This design comes from an exercise in tuning for a short achievable clock period and few clock cycles on the open sky130 flow, not from production work.
The RTL was checked by simulation tests, not by an equivalence proof against the original design.
Power is estimated from default activity; no workload was simulated.

<file path="flow/config.mk">
export PLATFORM = sky130hd
export DESIGN_NAME = cpuCore
export DESIGN_NICKNAME = cpuCore
export VERILOG_FILES = /design/flow/design.v
export SDC_FILE = /design/flow/constraint.sdc
export NUM_CORES = 8
export LEC_CHECK = 0
export CAP_MARGIN = 20
export CORE_MARGIN = 2
export CORE_UTILIZATION = 40
export SLEW_MARGIN = 20
</file>
<file path="flow/constraint.sdc">
create_clock -name core_clock -period 10.0 [get_ports {clk}]
set_input_delay 2.0000 -clock core_clock [delete_from_list [all_inputs] [get_ports {clk}]]
set_output_delay 2.0000 -clock core_clock [all_outputs]
set_load 0.01 [all_outputs]
</file>
<file path="flow/design.v">
`default_nettype none
package rvIsaPkg;
    typedef enum logic [6:0] {
        opcOp     = 7'b0110011,
        opcOpImm  = 7'b0010011,
        opcLoad   = 7'b0000011,
        opcStore  = 7'b0100011,
        opcBranch = 7'b1100011
    } opcode_t;
    localparam logic [2:0] funct3Add = 3'b000;  
    localparam logic [2:0] funct3Xor = 3'b100;
    localparam logic [2:0] funct3Or  = 3'b110;
    localparam logic [2:0] funct3And = 3'b111;
    localparam logic [2:0] funct3Beq = 3'b000;
    localparam logic [2:0] funct3Bne = 3'b001;
    localparam logic [2:0] funct3Ld  = 3'b011;  
    localparam logic [6:0] funct7Sub = 7'b0100000;
    localparam int opcodeLsb = 0;
    localparam int rdLsb     = 7;
    localparam int funct3Lsb = 12;
    localparam int rs1Lsb    = 15;
    localparam int rs2Lsb    = 20;
    localparam int funct7Lsb = 25;
endpackage
`default_nettype wire
`default_nettype none
package corePkg;
    localparam int xlen     = 64;
    localparam int regAddrW = 5;
    localparam int instW    = 32;
    localparam logic [xlen-1:0] resetPc = 64'h0000_0000_8000_0000;
    typedef enum logic [2:0] {aluAdd, aluSub, aluAnd, aluOr, aluXor} aluOp_t;
    typedef enum logic [1:0] {fwdReg, fwdMem, fwdWb} fwdSel_t;
    typedef enum logic {arbFetch, arbData} arbState_t;
    typedef enum logic {sizeWord, sizeDouble} accessSize_t;
endpackage
`default_nettype wire
`timescale 1ns/1ps
`default_nettype none
module instDecoder (
    input  logic [corePkg::instW-1:0]    inst,
    output logic [corePkg::regAddrW-1:0] rs1,
    output logic [corePkg::regAddrW-1:0] rs2,
    output logic [corePkg::regAddrW-1:0] rd,
    output logic [corePkg::xlen-1:0]     imm,
    output corePkg::aluOp_t              aluOp,
    output logic                         useImm,
    output logic                         regWrite,
    output logic                         rs1Read,
    output logic                         rs2Read,
    output logic                         isLoad,
    output logic                         isStore,
    output logic                         isBranch,
    output logic                         branchNe
);
    logic [2:0]               funct3;
    logic [6:0]               funct7;
    logic [corePkg::xlen-1:0] immI;
    logic [corePkg::xlen-1:0] immS;
    logic [corePkg::xlen-1:0] immB;
    assign rs1    = inst[rvIsaPkg::rs1Lsb +: corePkg::regAddrW];
    assign rs2    = inst[rvIsaPkg::rs2Lsb +: corePkg::regAddrW];
    assign rd     = inst[rvIsaPkg::rdLsb +: corePkg::regAddrW];
    assign funct3 = inst[rvIsaPkg::funct3Lsb +: 3];
    assign funct7 = inst[rvIsaPkg::funct7Lsb +: 7];
    assign immI = {{(corePkg::xlen-12){inst[31]}}, inst[31:20]};
    assign immS = {{(corePkg::xlen-12){inst[31]}}, inst[31:25], inst[11:7]};
    assign immB = {{(corePkg::xlen-12){inst[31]}}, inst[7], inst[30:25], inst[11:8], 1'b0};
    assign branchNe = (funct3 == rvIsaPkg::funct3Bne);  
    always_comb begin
        aluOp    = corePkg::aluAdd;
        imm      = immI;
        useImm   = 1'b0;
        regWrite = 1'b0;
        rs1Read  = 1'b0;
        rs2Read  = 1'b0;
        isLoad   = 1'b0;
        isStore  = 1'b0;
        isBranch = 1'b0;
        case (inst[rvIsaPkg::opcodeLsb +: 7])
            rvIsaPkg::opcOp: begin
                rs1Read  = 1'b1;
                rs2Read  = 1'b1;
                regWrite = 1'b1;
                case (funct3)
                    rvIsaPkg::funct3Add: aluOp = (funct7 == rvIsaPkg::funct7Sub) ?
                                                 corePkg::aluSub : corePkg::aluAdd;
                    rvIsaPkg::funct3Xor: aluOp = corePkg::aluXor;
                    rvIsaPkg::funct3Or:  aluOp = corePkg::aluOr;
                    rvIsaPkg::funct3And: aluOp = corePkg::aluAnd;
                    default:             regWrite = 1'b0;  
                endcase
            end
            rvIsaPkg::opcOpImm: begin  
                rs1Read  = 1'b1;
                useImm   = 1'b1;
                regWrite = (funct3 == rvIsaPkg::funct3Add);
            end
            rvIsaPkg::opcLoad: begin
                rs1Read  = 1'b1;
                useImm   = 1'b1;
                isLoad   = (funct3 == rvIsaPkg::funct3Ld);
                regWrite = isLoad;
            end
            rvIsaPkg::opcStore: begin
                rs1Read = 1'b1;
                rs2Read = 1'b1;
                useImm  = 1'b1;
                imm     = immS;
                isStore = (funct3 == rvIsaPkg::funct3Ld);
            end
            rvIsaPkg::opcBranch: begin
                rs1Read  = 1'b1;
                rs2Read  = 1'b1;
                imm      = immB;
                isBranch = (funct3 == rvIsaPkg::funct3Beq) || (funct3 == rvIsaPkg::funct3Bne);
            end
            default: ;  
        endcase
    end
endmodule
`default_nettype wire
`timescale 1ns/1ps
`default_nettype none
module regFile (
    input  logic                         clk,
    input  logic                         rstn,
    input  logic [corePkg::regAddrW-1:0] rdAddr1,
    input  logic [corePkg::regAddrW-1:0] rdAddr2,
    input  logic [corePkg::regAddrW-1:0] wrAddr,
    input  logic [corePkg::xlen-1:0]     wrData,
    input  logic                         wrEn,
    output logic [corePkg::xlen-1:0]     rdData1,
    output logic [corePkg::xlen-1:0]     rdData2
);
    logic [corePkg::xlen-1:0] regs [0:(1 << corePkg::regAddrW)-1];
    always_ff @(posedge clk or negedge rstn) begin
        if (!rstn) begin
            for (int i = 0; i < (1 << corePkg::regAddrW); i++) begin
                regs[i] <= '0;
            end
        end else if (wrEn && wrAddr != '0) begin
            regs[wrAddr] <= wrData;
        end
    end
    assign rdData1 = (rdAddr1 == '0) ? '0 :
                     (wrEn && wrAddr == rdAddr1) ? wrData : regs[rdAddr1];
    assign rdData2 = (rdAddr2 == '0) ? '0 :
                     (wrEn && wrAddr == rdAddr2) ? wrData : regs[rdAddr2];
endmodule
`default_nettype wire
`timescale 1ns/1ps
`default_nettype none
module hazardUnit (
    input  logic [corePkg::regAddrW-1:0] exRs1,
    input  logic [corePkg::regAddrW-1:0] exRs2,
    input  logic                         exRs1Read,
    input  logic                         exRs2Read,
    input  logic [corePkg::regAddrW-1:0] memRd,
    input  logic                         memRegWrite,
    input  logic                         memIsLoad,
    input  logic [corePkg::regAddrW-1:0] wbRd,
    input  logic                         wbRegWrite,
    input  logic [corePkg::regAddrW-1:0] idRs1,
    input  logic [corePkg::regAddrW-1:0] idRs2,
    input  logic                         idRs1Read,
    input  logic                         idRs2Read,
    input  logic [corePkg::regAddrW-1:0] exRd,
    input  logic                         exIsLoad,
    output corePkg::fwdSel_t             fwd1,
    output corePkg::fwdSel_t             fwd2,
    output logic                         loadUseStall
);
    function automatic corePkg::fwdSel_t pickSource(
        input logic [corePkg::regAddrW-1:0] rs,
        input logic                         rsRead
    );
        logic memHit;
        logic wbHit;
        memHit = rsRead && rs != '0 && memRegWrite && memRd == rs;
        wbHit  = rsRead && rs != '0 && wbRegWrite && wbRd == rs;
        if (memHit && !memIsLoad) begin
            pickSource = corePkg::fwdMem;
        end else if (wbHit && !memHit) begin  
            pickSource = corePkg::fwdWb;
        end else begin
            pickSource = corePkg::fwdReg;
        end
    endfunction
    assign fwd1 = pickSource(exRs1, exRs1Read);
    assign fwd2 = pickSource(exRs2, exRs2Read);
    assign loadUseStall = exIsLoad && exRd != '0 &&
                          ((idRs1Read && idRs1 == exRd) || (idRs2Read && idRs2 == exRd));
endmodule
`default_nettype wire
`timescale 1ns/1ps
`default_nettype none
module execUnit (
    input  logic [corePkg::xlen-1:0] rs1Data,
    input  logic [corePkg::xlen-1:0] rs2Data,
    input  logic [corePkg::xlen-1:0] memFwdData,
    input  logic [corePkg::xlen-1:0] wbFwdData,
    input  corePkg::fwdSel_t         fwd1,
    input  corePkg::fwdSel_t         fwd2,
    input  logic [corePkg::xlen-1:0] imm,
    input  logic [corePkg::xlen-1:0] pc,
    input  corePkg::aluOp_t          aluOp,
    input  logic                     useImm,
    input  logic                     isBranch,
    input  logic                     branchNe,
    output logic [corePkg::xlen-1:0] aluResult,
    output logic [corePkg::xlen-1:0] storeData,
    output logic                     branchTaken,
    output logic [corePkg::xlen-1:0] branchTarget
);
    logic [corePkg::xlen-1:0] opA;
    logic [corePkg::xlen-1:0] opB;
    function automatic logic [corePkg::xlen-1:0] pickOperand(
        input corePkg::fwdSel_t         sel,
        input logic [corePkg::xlen-1:0] regVal
    );
        case (sel)
            corePkg::fwdMem: pickOperand = memFwdData;
            corePkg::fwdWb:  pickOperand = wbFwdData;
            default:         pickOperand = regVal;
        endcase
    endfunction
    assign opA       = pickOperand(fwd1, rs1Data);
    assign storeData = pickOperand(fwd2, rs2Data);  
    assign opB       = useImm ? imm : storeData;
    always_comb begin
        case (aluOp)
            corePkg::aluSub: aluResult = opA - opB;
            corePkg::aluAnd: aluResult = opA & opB;
            corePkg::aluOr:  aluResult = opA | opB;
            corePkg::aluXor: aluResult = opA ^ opB;
            default:         aluResult = opA + opB;  
        endcase
    end
    assign branchTaken  = isBranch && ((opA == storeData) != branchNe);
    assign branchTarget = pc + imm;
endmodule
`default_nettype wire
`timescale 1ns/1ps
`default_nettype none
module memArbiter (
    input  logic                     clk,
    input  logic                     rstn,
    input  logic                     memReady,
    input  logic [corePkg::xlen-1:0] pc,
    input  logic [corePkg::xlen-1:0] dataAddr,
    input  logic [corePkg::xlen-1:0] storeData,
    input  logic                     memLoad,
    input  logic                     memStore,
    output logic                     memRdEn,
    output logic                     memWrEn,
    output logic [corePkg::xlen-1:0] memAddr,
    output logic [corePkg::xlen-1:0] memWrData,
    output corePkg::accessSize_t     memSize,
    output logic                     fetchDone,
    output logic                     advance
);
    corePkg::arbState_t state;
    corePkg::arbState_t nextState;
    logic               inData;
    always_ff @(posedge clk or negedge rstn) begin
        if (!rstn) begin
            state <= corePkg::arbFetch;
        end else begin
            state <= nextState;
        end
    end
    always_comb begin
        nextState = state;
        fetchDone = 1'b0;
        advance   = 1'b0;
        case (state)
            corePkg::arbFetch: begin
                if (memReady) begin
                    fetchDone = 1'b1;
                    if (memLoad || memStore) begin
                        nextState = corePkg::arbData;  
                    end else begin
                        advance = 1'b1;
                    end
                end
            end
            default: begin
                if (memReady) begin
                    advance   = 1'b1;
                    nextState = corePkg::arbFetch;
                end
            end
        endcase
    end
    assign inData    = (state == corePkg::arbData);
    assign memRdEn   = inData ? memLoad : 1'b1;
    assign memWrEn   = inData && memStore;
    assign memAddr   = inData ? dataAddr : pc;
    assign memWrData = storeData;
    assign memSize   = inData ? corePkg::sizeDouble : corePkg::sizeWord;
endmodule
`default_nettype wire
`timescale 1ns/1ps
`default_nettype none
module cpuCore (
    input  logic                     clk,
    input  logic                     rstn,
    input  logic                     memReady,
    input  logic [corePkg::xlen-1:0] memRdData,
    output logic                     memRdEn,
    output logic                     memWrEn,
    output logic [corePkg::xlen-1:0] memAddr,
    output logic [corePkg::xlen-1:0] memWrData,
    output logic                     memSize  
);
    logic [corePkg::xlen-1:0]  pc;
    logic                      advance;
    logic                      fetchDone;
    logic [corePkg::instW-1:0] instHold;
    logic [corePkg::instW-1:0] ifInst;
    logic [corePkg::instW-1:0]    idInst;
    logic [corePkg::xlen-1:0]     idPc, idImm, idRs1Data, idRs2Data;
    logic [corePkg::regAddrW-1:0] idRs1, idRs2, idRd;
    corePkg::aluOp_t              idAluOp;
    logic                         idUseImm, idRegWrite, idRs1Read, idRs2Read;
    logic                         idIsLoad, idIsStore, idIsBranch, idBranchNe;
    logic [corePkg::xlen-1:0]     exPc, exImm, exRs1Data, exRs2Data;
    logic [corePkg::regAddrW-1:0] exRs1, exRs2, exRd;
    corePkg::aluOp_t              exAluOp;
    logic                         exUseImm, exBranchNe, exRegWrite, exRs1Read, exRs2Read;
    logic                         exIsLoad, exIsStore, exIsBranch;
    logic [corePkg::xlen-1:0]     aluResult, storeData, branchTarget;
    logic                         branchTaken, loadUseStall, flushEx;
    corePkg::fwdSel_t             fwd1, fwd2;
    logic [corePkg::xlen-1:0]     memAlu, memStoreData, wbAlu, wbLoadData, wbData;
    logic [corePkg::regAddrW-1:0] memRd, wbRd;
    logic                         memRegWrite, memIsLoad, memIsStore, wbRegWrite, wbIsLoad;
    assign ifInst  = fetchDone ? memRdData[corePkg::instW-1:0] : instHold;
    assign flushEx = loadUseStall || branchTaken;
    assign wbData  = wbIsLoad ? wbLoadData : wbAlu;
    always_ff @(posedge clk or negedge rstn) begin
        if (!rstn) begin
            pc          <= corePkg::resetPc;
            idInst      <= '0;
            exRegWrite  <= 1'b0;
            exRs1Read   <= 1'b0;
            exRs2Read   <= 1'b0;
            exIsLoad    <= 1'b0;
            exIsStore   <= 1'b0;
            exIsBranch  <= 1'b0;
            memRegWrite <= 1'b0;
            memIsLoad   <= 1'b0;
            memIsStore  <= 1'b0;
            wbRegWrite  <= 1'b0;
            wbIsLoad    <= 1'b0;
        end else if (advance) begin
            if (branchTaken) begin
                pc     <= branchTarget;
                idInst <= '0;  
            end else if (!loadUseStall) begin
                pc     <= pc + 64'd4;
                idInst <= ifInst;
            end
            exRegWrite  <= idRegWrite && !flushEx;
            exRs1Read   <= idRs1Read && !flushEx;
            exRs2Read   <= idRs2Read && !flushEx;
            exIsLoad    <= idIsLoad && !flushEx;
            exIsStore   <= idIsStore && !flushEx;
            exIsBranch  <= idIsBranch && !flushEx;
            memRegWrite <= exRegWrite;
            memIsLoad   <= exIsLoad;
            memIsStore  <= exIsStore;
            wbRegWrite  <= memRegWrite;
            wbIsLoad    <= memIsLoad;
        end
    end
    always_ff @(posedge clk) begin
        if (fetchDone) begin
            instHold <= memRdData[corePkg::instW-1:0];
        end
        if (advance) begin
            if (!loadUseStall) begin
                idPc <= pc;
            end
            exPc         <= idPc;
            exImm        <= idImm;
            exRs1Data    <= idRs1Data;
            exRs2Data    <= idRs2Data;
            exRs1        <= idRs1;
            exRs2        <= idRs2;
            exRd         <= idRd;
            exAluOp      <= idAluOp;
            exUseImm     <= idUseImm;
            exBranchNe   <= idBranchNe;
            memAlu       <= aluResult;
            memStoreData <= storeData;
            memRd        <= exRd;
            wbAlu        <= memAlu;
            wbLoadData   <= memRdData;  
            wbRd         <= memRd;
        end
    end
    memArbiter u_memArbiter (
        .clk(clk), .rstn(rstn), .memReady(memReady), .pc(pc),
        .dataAddr(memAlu), .storeData(memStoreData),
        .memLoad(memIsLoad), .memStore(memIsStore),
        .memRdEn(memRdEn), .memWrEn(memWrEn), .memAddr(memAddr),
        .memWrData(memWrData), .memSize(memSize),
        .fetchDone(fetchDone), .advance(advance)
    );
    instDecoder u_instDecoder (
        .inst(idInst), .rs1(idRs1), .rs2(idRs2), .rd(idRd), .imm(idImm),
        .aluOp(idAluOp), .useImm(idUseImm), .regWrite(idRegWrite),
        .rs1Read(idRs1Read), .rs2Read(idRs2Read), .isLoad(idIsLoad),
        .isStore(idIsStore), .isBranch(idIsBranch), .branchNe(idBranchNe)
    );
    regFile u_regFile (
        .clk(clk), .rstn(rstn), .rdAddr1(idRs1), .rdAddr2(idRs2),
        .wrAddr(wbRd), .wrData(wbData), .wrEn(wbRegWrite),
        .rdData1(idRs1Data), .rdData2(idRs2Data)
    );
    hazardUnit u_hazardUnit (
        .exRs1(exRs1), .exRs2(exRs2), .exRs1Read(exRs1Read), .exRs2Read(exRs2Read),
        .memRd(memRd), .memRegWrite(memRegWrite), .memIsLoad(memIsLoad),
        .wbRd(wbRd), .wbRegWrite(wbRegWrite),
        .idRs1(idRs1), .idRs2(idRs2), .idRs1Read(idRs1Read), .idRs2Read(idRs2Read),
        .exRd(exRd), .exIsLoad(exIsLoad),
        .fwd1(fwd1), .fwd2(fwd2), .loadUseStall(loadUseStall)
    );
    execUnit u_execUnit (
        .rs1Data(exRs1Data), .rs2Data(exRs2Data),
        .memFwdData(memAlu), .wbFwdData(wbData), .fwd1(fwd1), .fwd2(fwd2),
        .imm(exImm), .pc(exPc), .aluOp(exAluOp), .useImm(exUseImm),
        .isBranch(exIsBranch), .branchNe(exBranchNe),
        .aluResult(aluResult), .storeData(storeData),
        .branchTaken(branchTaken), .branchTarget(branchTarget)
    );
endmodule
`default_nettype wire
</file>
<file path="flow/run.sh">
#!/bin/bash
# synth_recipe.tcl (not shown) runs the flow's synth.tcl, then flattens the netlist and writes it again
# the make line also repeats each setting of config.mk as NAME=value (left out here)
make -C /OpenROAD-flow-scripts/flow DESIGN_CONFIG=/design/flow/config.mk WORK_HOME=/design/flow/orfs CLKGATE_MAP_FILE= SYNTH_SCRIPT=/design/flow/synth_recipe.tcl finish
</file>
==> report_table.html <==
<table>
<tr><th>Metric</th><th>Value</th></tr>
<tr><th colspan="2">Timing</th></tr>
<tr><td>Minimum clock period after layout</td><td>just over 9 ns</td></tr>
<tr><td>Post-route clock skew</td><td>approximately 0.066 ns</td></tr>
<tr><td>Maximum clock rate</td><td>around 110 MHz</td></tr>
<tr><td>Slew Limit Fails</td><td>0</td></tr>
<tr><td>Final hold violation count</td><td>0</td></tr>
<tr><td>Sum of negative setup slack</td><td>0 ns</td></tr>
<tr><td>Setup repair after global routing missed its margin</td><td>false</td></tr>
<tr><td>Period utilisation layout</td><td>0.906</td></tr>
<tr><td>Slew HR</td><td>0.142</td></tr>
<tr><td>Measured slew at the worst slew-check pin</td><td>roughly 1.3 ns</td></tr>
<tr><td># setup viols final</td><td>0</td></tr>
<tr><td>Final critical-path setup slack</td><td>0.939 ns</td></tr>
<tr><th colspan="2">CTS</th></tr>
<tr><td>Clock slew at reported path FFs</td><td>~0.06 ns</td></tr>
<tr><td>Number of buffers on the longest clock path</td><td>4</td></tr>
<tr><td>Post-cts gate resize count</td><td>0</td></tr>
<tr><td>Total number of clock tree sinks</td><td>2679</td></tr>
<tr><td>CTS tree</td><td>yes</td></tr>
<tr><td>Clock H-tree levels</td><td>5</td></tr>
<tr><td>Hold-fix buffers, CTS</td><td>0</td></tr>
<tr><td>Number of post-CTS setup repair buffers</td><td>0</td></tr>
<tr><td>Insertion delay to the later sink of the worst-skew pair</td><td>~0.97 ns</td></tr>
<tr><td>Root buffer selected by CTS</td><td>sky130_fd_sc_hd__clkbuf_16</td></tr>
<tr><td>TritonCTS Buffers</td><td>about 300</td></tr>
<tr><th colspan="2">Critical path</th></tr>
<tr><td>Origin of the worst setup path</td><td>exRs2[0]$_DFFE_PP_</td></tr>
<tr><td>Worst EP required</td><td>approximately 11 ns</td></tr>
<tr><td>Max Fanout on Critical Path</td><td>a little over 40</td></tr>
<tr><td>Critical Path Sink Type</td><td>flop</td></tr>
<tr><td>Worst-case register-to-register setup slack</td><td>roughly 0.94 ns</td></tr>
<tr><td>Nature of the critical path startpoint</td><td>flop</td></tr>
<tr><td>Worst reg2reg endpoint</td><td>memAlu[61]$_DFFE_PP_</td></tr>
<tr><td>Startpoint of the most critical register-to-register path</td><td>exRs2[0]$_DFFE_PP_</td></tr>
<tr><td>Worst setup path category</td><td>reg2reg</td></tr>
<tr><td>Data arrival time of the worst path</td><td>roughly 9.7 ns</td></tr>
<tr><td>Capturing element of the worst setup path</td><td>memAlu[61]$_DFFE_PP_</td></tr>
<tr><td>Number of cells on the worst reg-to-reg path</td><td>27</td></tr>
<tr><th colspan="2">Global route</th></tr>
<tr><td>Number of global-route vias before repair</td><td>between 100k and 150k</td></tr>
<tr><td>First-pass GRT wire length</td><td>~950000 um</td></tr>
<tr><td>Tot GR Track Use</td><td>0.395</td></tr>
<tr><td>Largest net degree at the start of global routing</td><td>roughly 160</td></tr>
<tr><td>Overflow after GRT</td><td>0</td></tr>
<tr><td>Number of antenna violations at the first check in global routing</td><td>64</td></tr>
<tr><th colspan="2">Die</th></tr>
<tr><td>Area of the die</td><td>around 340000 um2</td></tr>
<tr><td>Die Span Y</td><td>around 580 um</td></tr>
<tr><td>Number of rows in the core area</td><td>212</td></tr>
<tr><td>Starting utilization of the core area</td><td>0.402</td></tr>
<tr><td>Boundary Pins</td><td>approximately 200</td></tr>
<tr><td>Area of the placeable core</td><td>334000 um2</td></tr>
<tr><td>Horiz. Die Dim</td><td>584 um</td></tr>
<tr><th colspan="2">Yosys</th></tr>
<tr><td>Synth area leaders</td><td>sky130_fd_sc_hd__dfrtp_1, sky130_fd_sc_hd__edfxtp_1, sky130_fd_sc_hd__a21oi_1</td></tr>
<tr><td>Number of distinct library cells after synthesis</td><td>around 100</td></tr>
<tr><td>Synth top area share</td><td>0.389</td></tr>
<tr><td>Area of the mapped netlist</td><td>roughly 130000 um2</td></tr>
<tr><td>Number of warning messages in the yosys log</td><td>7</td></tr>
<tr><td>Post-synthesis net count</td><td>approximately 14000</td></tr>
<tr><td>Mean area per synthesized cell</td><td>9.70 um2</td></tr>
<tr><td>Leading area contributor after synthesis</td><td>sky130_fd_sc_hd__dfrtp_1</td></tr>
<tr><td>Commonest register cell after synthesis</td><td>sky130_fd_sc_hd__dfrtp_1</td></tr>
<tr><td>Count of flip-flops with a built-in enable after synthesis</td><td>approximately 560</td></tr>
<tr><td>Proportion of register bits with asynchronous set or reset after synthesis</td><td>0.781</td></tr>
<tr><td>Share of synthesized area occupied by flip-flops and latches</td><td>0.518</td></tr>
<tr><td>Cell count after synthesis</td><td>13800</td></tr>
<tr><td>#FFs+latches synth</td><td>2679</td></tr>
<tr><th colspan="2">Route</th></tr>
<tr><td>Antenna-violating nets left</td><td>0</td></tr>
<tr><td>Count of TritonRoute iterations in the first routing pass</td><td>13</td></tr>
<tr><td>Number of vias per cell</td><td>7.10</td></tr>
<tr><td>Via total after detailed routing</td><td>128000</td></tr>
<tr><td>Routed wire length</td><td>approximately 690000 um</td></tr>
<tr><td>Number of violations reported at the end of detailed-routing iteration 0</td><td>roughly 26000</td></tr>
<tr><td>DRC violation count after routing</td><td>0</td></tr>
<tr><td>WL per Instance</td><td>about 38 um</td></tr>
<tr><th colspan="2">Placed design</th></tr>
<tr><td>Global placer's final weighted congestion</td><td>between 1 and 1.5</td></tr>
<tr><td>Pre-CTS setup slack</td><td>1.14 ns</td></tr>
<tr><td>Post-DP HPWL</td><td>slightly below 400000 um</td></tr>
<tr><td>Port Buf Inserts</td><td>roughly 200</td></tr>
<tr><th colspan="2">Pwr</th></tr>
<tr><td>Worst voltage drop across the vdd grid</td><td>0.144 mV</td></tr>
<tr><td>Areal power density over the cells</td><td>between 150 and 200 nW/um2</td></tr>
<tr><td>Int Pwr</td><td>19.9 mW</td></tr>
<tr><td>Reported net switching power</td><td>between 9 and 10 mW</td></tr>
<tr><td>P_leak</td><td>around 63 nW</td></tr>
<tr><td>Part of the power in registers</td><td>0.431</td></tr>
<tr><td>Switching Share</td><td>0.317</td></tr>
<tr><td>Part of the power in the clock network</td><td>0.398</td></tr>
<tr><td>Portion of total power attributed to combinational logic</td><td>0.171</td></tr>
<tr><th colspan="2">Job</th></tr>
<tr><td>Max capacitance violation total</td><td>0</td></tr>
<tr><th colspan="2">Final layout</th></tr>
<tr><td>Area grow syn2layout</td><td>13.3%</td></tr>
<tr><td>Count of filler cells inserted in the layout</td><td>~31000</td></tr>
<tr><td>Count of nets after finishing</td><td>roughly 14000</td></tr>
<tr><td>Area taken by multi-input logic gates</td><td>between 60000 and 70000 um2</td></tr>
<tr><td>Share of post-route cells with drive strength above 1</td><td>0.0886</td></tr>
<tr><td>Footprint of the flip-flops and latches</td><td>69700 um2</td></tr>
<tr><th colspan="2">Worst hold path</th></tr>
<tr><td>Worst hold path class</td><td>reg2reg</td></tr>
<tr><td>Min-delay src</td><td>idPc[31]$_DFFE_PP_</td></tr>
<tr><th colspan="2">Status</th></tr>
<tr><td>Run status</td><td>timing/DRC/antenna clean</td></tr>
</table>
==> worst max-delay path: stages, from the launching register on <==
cell                        delay (ns)
sky130_fd_sc_hd__edfxtp_1         0.47
sky130_fd_sc_hd__xnor2_1          0.22
sky130_fd_sc_hd__nand4_1          0.29
sky130_fd_sc_hd__nor4_4           0.94
sky130_fd_sc_hd__a21oi_4          0.10
sky130_fd_sc_hd__buf_4            0.32
sky130_fd_sc_hd__a221o_1          0.55
sky130_fd_sc_hd__o32ai_1          0.42
sky130_fd_sc_hd__o2111ai_1        0.34
sky130_fd_sc_hd__or3_4            0.54
sky130_fd_sc_hd__nand2b_1         0.22
sky130_fd_sc_hd__o21bai_1         0.24
sky130_fd_sc_hd__o31ai_1          0.28
sky130_fd_sc_hd__xnor2_1          0.19
sky130_fd_sc_hd__ha_1             0.30
sky130_fd_sc_hd__a21oi_1          0.17
sky130_fd_sc_hd__inv_1            0.06
sky130_fd_sc_hd__a2111oi_0        0.43
sky130_fd_sc_hd__o22ai_1          0.23
sky130_fd_sc_hd__a2bb2oi_1        0.49
sky130_fd_sc_hd__a21oi_1          0.24
sky130_fd_sc_hd__o21ai_0          0.63
sky130_fd_sc_hd__nand2b_1         0.12
sky130_fd_sc_hd__a21oi_1          0.32
sky130_fd_sc_hd__o31a_1           0.27
sky130_fd_sc_hd__o21ai_0          0.14
sky130_fd_sc_hd__xnor2_1          0.15
sky130_fd_sc_hd__o21ai_0          0.09
==> cell type report <==
| cell class | count | area share |
|---|---|---|
| clock inverters | 107 | 0.00807 |
| clock buffers | 430 | 0.0575 |
| well taps | 4387 | 0.0360 |
| diodes | 27 | 0.000444 |
| inverters | 232 | 0.00578 |
| repair buffers | 541 | 0.0373 |
| flip-flops and latches | 2679 | 0.457 |
| multi-input cells | 9652 | 0.397 |
==> power by group through the flow <==
stage	sequential [mW]	clock (mW)	combinational, mW
finish	12.6	11.6	4.98
global route	12.6	12.0	5.11
CTS	12.5	11.6	4.70
detailed placement	12.7	0	4.69
global placement	12.7	0	4.67
floorplan	12.3	0	2.54
==> per-layer routing <==
layer  vias to the layer above  routed length, um  part of all wire  global-route usage
li1                      50700                  -                 -                   -
met1                     62000             243000              0.35               0.490
met2                     11900             275000              0.40               0.547
met3                      3539             112000              0.16               0.171
met4                        62              62200             0.090               0.278
met5                         -                446           0.00064             0.00170
==> kinds of logic (layout without fill, tap and decap cells) <==
| group | after synthesis | count (layout) | share of synthesized area |
|---|---|---|---|
| buffers and inverters | 1515 | 1310 | 0.0431 |
| adders and majority gates | 261 | 261 | 0.0244 |
| other | 0 | 27 | 0 |
| and+or+nand+nor | 3719 | 3719 | 0.123 |
| xor gates and xnor gates | 286 | 286 | 0.0186 |
| AOI/OAI and AO/OA | 5104 | 5104 | 0.250 |
| DFF | 2679 | 2679 | 0.518 |
| muxes | 282 | 282 | 0.0225 |
==> synth_stat cells, types with 37 or more instances <==
cell / n
sky130_fd_sc_hd__dfrtp_1: 2091
sky130_fd_sc_hd__a21oi_1: 1486
sky130_fd_sc_hd__nor2_1: 1466
sky130_fd_sc_hd__o21ai_0: 1165
sky130_fd_sc_hd__nand2_1: 1149
sky130_fd_sc_hd__clkbuf_1: 1136
sky130_fd_sc_hd__a22oi_1: 899
sky130_fd_sc_hd__edfxtp_1: 555
sky130_fd_sc_hd__a221oi_1: 472
sky130_fd_sc_hd__a22o_1: 398
sky130_fd_sc_hd__nand4_1: 307
sky130_fd_sc_hd__ha_1: 259
sky130_fd_sc_hd__inv_1: 224
sky130_fd_sc_hd__xnor2_1: 220
sky130_fd_sc_hd__nor3_1: 219
sky130_fd_sc_hd__nand3_1: 199
sky130_fd_sc_hd__mux2_2: 155
sky130_fd_sc_hd__a221o_1: 128
sky130_fd_sc_hd__a222oi_1: 128
sky130_fd_sc_hd__mux2i_1: 127
sky130_fd_sc_hd__buf_1: 98
sky130_fd_sc_hd__a21o_1: 88
sky130_fd_sc_hd__xor2_1: 66
sky130_fd_sc_hd__and2_1: 50
sky130_fd_sc_hd__nor4_1: 49
sky130_fd_sc_hd__o22ai_1: 49
sky130_fd_sc_hd__and3_1: 45
sky130_fd_sc_hd__or4_1: 42
sky130_fd_sc_hd__a211oi_1: 37
==> flip-flops by register name (all words and copies together), names as in the netlist, 3 cells and up <==
| name | flops |
|---|---|
| idInst | 32 |
| u_regFile.regs | 1984 |
| instHold | 32 |
| exRs2Data | 64 |
| wbAlu | 64 |
| memStoreData | 64 |
| exPc | 64 |
| wbRd | 5 |
| exRs2 | 5 |
| pc | 64 |
| exRd | 5 |
| idPc | 64 |
| memAlu | 64 |
| exAluOp | 3 |
| exRs1 | 5 |
| wbLoadData | 64 |
| memRd | 5 |
| exImm | 13 |
| exRs1Data | 64 |
==> worst min path at each step <==
| stage | slack (ns) | depth (start not counted) | end |
|---|---|---|---|
| after floorplan | 0.40 | 0 | exPc[0]$_DFFE_PP_ |
| after global placement | 0.40 | 0 | exPc[45]$_DFFE_PP_ |
| after detailed placement | 0.40 | 0 | exPc[20]$_DFFE_PP_ |
| after CTS | 0.41 | 0 | exPc[31]$_DFFE_PP_ |
| after global routing | 0.42 | 0 | exPc[12]$_DFFE_PP_ |
| final | 0.41 | 0 | exPc[31]$_DFFE_PP_ |
==> cell usage in the layout, fill, tap and decap left out, types with 36 or more instances in the layout <==
cell type                         count
sky130_fd_sc_hd__or4_1               40
sky130_fd_sc_hd__mux2i_4             57
sky130_fd_sc_hd__nor2_4              75
sky130_fd_sc_hd__nor3_1             209
sky130_fd_sc_hd__mux2_2             155
sky130_fd_sc_hd__xnor2_1            220
sky130_fd_sc_hd__nor2_1            1390
sky130_fd_sc_hd__buf_4              257
sky130_fd_sc_hd__ha_1               259
sky130_fd_sc_hd__buf_12              77
sky130_fd_sc_hd__o21ai_0           1164
sky130_fd_sc_hd__a21o_1              88
sky130_fd_sc_hd__mux2i_1             63
sky130_fd_sc_hd__a211oi_1            36
sky130_fd_sc_hd__clkinv_2            48
sky130_fd_sc_hd__o22ai_1             49
sky130_fd_sc_hd__a221o_1            128
sky130_fd_sc_hd__clkbuf_1            67
sky130_fd_sc_hd__nand4_1            307
sky130_fd_sc_hd__edfxtp_1           555
sky130_fd_sc_hd__nand3_1            199
sky130_fd_sc_hd__clkbuf_8            51
sky130_fd_sc_hd__a221oi_1           472
sky130_fd_sc_hd__dfrtp_1           2088
sky130_fd_sc_hd__a21oi_1           1485
sky130_fd_sc_hd__clkbuf_16          313
sky130_fd_sc_hd__clkdlybuf4s50_1    196
sky130_fd_sc_hd__a222oi_1           128
sky130_fd_sc_hd__inv_1              224
sky130_fd_sc_hd__a22oi_1            899
sky130_fd_sc_hd__and2_1              50
sky130_fd_sc_hd__nand2_1           1139
sky130_fd_sc_hd__nor4_1              45
sky130_fd_sc_hd__and3_1              43
sky130_fd_sc_hd__xor2_1              66
sky130_fd_sc_hd__a22o_1             398
==> metrics by stage <==
| step | utilization | std cells | power, mW | hold WS (ns) | instance area, um2 |
|---|---|---|---|---|---|
| after floorplan | - | 13800 | 14.8 | 0.400 | 134000 |
| after global placement | 0.425 | 17500 | 17.4 | 0.401 | 142000 |
| after detailed placement | 0.425 | 17500 | 17.4 | 0.405 | 142000 |
| after CTS | 0.455 | 18000 | 28.8 | 0.413 | 152000 |
| after global routing | 0.456 | 18000 | 29.7 | 0.423 | 152000 |
| final | 0.456 | 18100 | 29.1 | 0.410 | 152000 |
Testbench counts, summed over its fixed seeds: cycles 86,044.

## re-timing with driven ports
Ports are ideal in the flow. The routed layout listed here was re-timed in OpenROAD. Step 1 (the two cells are an assumption about what drives the block):
set clk [get_ports {clk}]
set_driving_cell -lib_cell sky130_fd_sc_hd__clkbuf_16 $clk
set_driving_cell -lib_cell sky130_fd_sc_hd__buf_2 [delete_from_list [all_inputs] $clk]
Step 2 moves the port delays by t, midway between the first and last clock arrival at a register: inputs arrive t later, outputs are due t later. That takes back most of the time a late clock gives input paths. a / b / c = no drivers / after step 1 / after step 2; a / b = the first two.
t, ns: 1.022
setup WS [ns]: 0.939 / 0.939 / 0.939
worst setup path after step 2: register to register
After both steps this run still meets setup and hold. For this run, drivers alone change the setup slack by 0.000 ns; drivers and shift together by 0.000 ns.
